This is an optimization exercise on Yosys and OpenROAD, whose aim is a short achievable clock period and few clock cycles per item, not a production implementation.
The RTL was checked by simulation tests, not by an equivalence proof against the original design.
No activity file was given, so power comes from the tool's default toggle rates.

## before
// rgb_to_hsv_converter
module rgb_to_hsv_converter (
  input  wire logic        clk_i,
  input  wire logic        rst_ni,
  input  wire logic        in_valid_i,
  output logic             in_stall_o,
  input  wire logic [23:0] in_word_i,
  output logic             out_valid_o,
  input  wire logic        out_stall_i,
  output logic [30:0]      out_word_o
);
clock: 7.5 ns
lec_check: 0
cap_margin: 20
core_margin: 2
core_utilization: 25
place_density: 0.45
setup_slack_margin: 3.5
slew_margin: 20
synth_hierarchical: 1
run.sh (not shown) runs the stock make flow with config.mk's settings and CLKGATE_MAP_FILE= SYNTH_SCRIPT=/design/flow/synth_recipe.tcl, a recipe that flattens the netlist after the stock synthesis.
Testbench counts of before, summed over its fixed seeds: cycles 8,008, pixels 8,000.
### before -> after
==> flow/flow/run.sh (new file) <==
#!/bin/bash
# Standard ORFS layout. Synthesis is the standard one except that Yosys's
# full/half-adder extraction is skipped (ADDER_MAP_FILE empty), so ABC maps
# the adder logic together with the rest; registers are unchanged.
set -euo pipefail
bash standard.sh synth ADDER_MAP_FILE= > synth.log 2>&1
bash standard.sh > layout.log 2>&1
==> flow/standard.sh (new file) <==
#!/bin/bash
# synth_recipe.tcl (not shown) runs the flow's synth.tcl, then flattens the netlist and writes it again
# the make line also repeats each setting of config.mk as NAME=value (left out here)
make -C /OpenROAD-flow-scripts/flow DESIGN_CONFIG=/design/flow/config.mk WORK_HOME=/design/flow/orfs CLKGATE_MAP_FILE= SYNTH_SCRIPT=/design/flow/synth_recipe.tcl "${@:-finish}"
removed: flow/run.sh
--- outcome ---
after against before: final HPWL from detailed placement grew by 9.6%; share of total power in the clock network lower.
The run with more setup slack is after; before has less.
Of after and before, the run reporting the higher cell area after placement was after.
The standard cells in after occupy more silicon area than those in before do.

========
== the baseline ==
rgb_to_hsv_converter, a different RTL version from the one above (not shown whole).
Size: about 6200 cells after synthesis, ~61 I/O pins, about 46000 µm² of cells after synthesis.
==> flow/config.mk <==
export PLATFORM = sky130hd
export DESIGN_NAME = rgb_to_hsv_converter
export DESIGN_NICKNAME = rgb_to_hsv_converter
export VERILOG_FILES = /design/flow/design.v
export SDC_FILE = /design/flow/constraint.sdc
export NUM_CORES = 4
export LEC_CHECK = 0
export CAP_MARGIN = 20
export CORE_MARGIN = 2
export CORE_UTILIZATION = 25
export PLACE_DENSITY = 0.45
export SETUP_SLACK_MARGIN = 3.5
export SLEW_MARGIN = 20
export SYNTH_HIERARCHICAL = 1
==> flow/constraint.sdc <==
create_clock -name core_clock -period 7.5 [get_ports {clk_i}]
set_input_delay 1.5000 -clock core_clock [delete_from_list [all_inputs] [get_ports {clk_i}]]
set_output_delay 1.5000 -clock core_clock [all_outputs]
set_load 0.01 [all_outputs]
standard.sh (not shown) runs the stock make flow with config.mk's settings and CLKGATE_MAP_FILE= SYNTH_SCRIPT=/design/flow/synth_recipe.tcl, a recipe that flattens the netlist after the stock synthesis.
==> flow/flow/run.sh <==
#!/bin/bash
# Standard ORFS layout, with two changes:
#  - synthesis skips Yosys's full/half-adder extraction (ADDER_MAP_FILE
#    empty), so ABC maps the adder logic with the rest; registers unchanged;
#  - the delay cells (clkdlybuf4s*, dlygate4sd*, dlymetal6s*) are added to
#    the don't-use list, so port buffers are plain buffers the resizer can
#    size (with matched footprints a delay cell can only become another
#    delay cell).
# Each make run's output is in its own log here; ORFS's logs are under orfs/.
set -euo pipefail
DLY="sky130_fd_sc_hd__clkdlybuf4s15_1 sky130_fd_sc_hd__clkdlybuf4s15_2"
DLY="$DLY sky130_fd_sc_hd__clkdlybuf4s18_1 sky130_fd_sc_hd__clkdlybuf4s18_2"
DLY="$DLY sky130_fd_sc_hd__clkdlybuf4s25_1 sky130_fd_sc_hd__clkdlybuf4s25_2"
DLY="$DLY sky130_fd_sc_hd__clkdlybuf4s50_1 sky130_fd_sc_hd__clkdlybuf4s50_2"
DLY="$DLY sky130_fd_sc_hd__dlygate4sd1_1 sky130_fd_sc_hd__dlygate4sd2_1 sky130_fd_sc_hd__dlygate4sd3_1"
DLY="$DLY sky130_fd_sc_hd__dlymetal6s2s_1 sky130_fd_sc_hd__dlymetal6s4s_1 sky130_fd_sc_hd__dlymetal6s6s_1"
CFG="$PWD/flow_config.mk"
{
  echo "include $PWD/config.mk"
  echo "export DONT_USE_CELLS += $DLY"
} > "$CFG"
bash standard.sh synth ADDER_MAP_FILE= DESIGN_CONFIG="$CFG" > synth.log 2>&1
bash standard.sh finish DESIGN_CONFIG="$CFG" > layout.log 2>&1
Testbench counts of the baseline, summed over its fixed seeds: cycles 8,008, pixels 8,000.
Setup changes, the baseline to the candidate
==> flow/flow/run.sh <==
#!/bin/bash
# Standard ORFS layout. Synthesis is the standard one except that Yosys's
# full/half-adder extraction is skipped (ADDER_MAP_FILE empty), so ABC maps
# the adder logic together with the rest; registers are unchanged.
set -euo pipefail
bash standard.sh synth ADDER_MAP_FILE= > synth.log 2>&1
bash standard.sh > layout.log 2>&1
## What came out
The baseline reports its most common cell after layout, fill and taps aside as sky130_fd_sc_hd__buf_1 while the candidate reports sky130_fd_sc_hd__buf_4. When the candidate is set beside the baseline, its filler-free cell count of the finished design turns out to be about 1.2% smaller. The baseline and the candidate ended up with roughly the same number of vias per cell. The candidate vs. the baseline: met3 usage now smaller, final hold slack higher, clock power shows an increase of about 10%. Compared the baseline against the candidate; sequential cell area within noise.

==> afterwards: timing with drivers on the ports <==
No port has a modelled driver above. Below, the same layouts with a new extraction and two added sets of constraints.
Step 1: set_driving_cell puts a clkbuf_16 on clk_i and a buf_2 on each other input, an assumption about the parent block.
Step 2 also shifts input and output timing later by t, the mid clock arrival at the registers, as if the neighbouring blocks saw the same clock.
Three values: no drivers, after step 1, after step 2; two values: the first two.
run | shift t [ns] | slack for setup (ns) | worst setup path after step 2 | worst data-port slew with drivers (ns) | pins driven straight from the clock port
before | 0.637 | 0.870 / 0.856 / 0.220 | input to register | 0.15 | 1
after | 0.673 | 1.278 / 1.247 / 0.574 | input to register | 0.27 | 1
the baseline | 0.716 | 1.268 / 1.296 / 0.580 | input to register | 0.08 | 1
the candidate | 0.716 | 1.329 / 1.373 / 0.657 | input to register | 0.05 | 1
After both steps every run listed still meets setup and hold. For after, which loses most, drivers alone change the setup slack by -0.031 ns; drivers and shift together by -0.704 ns.
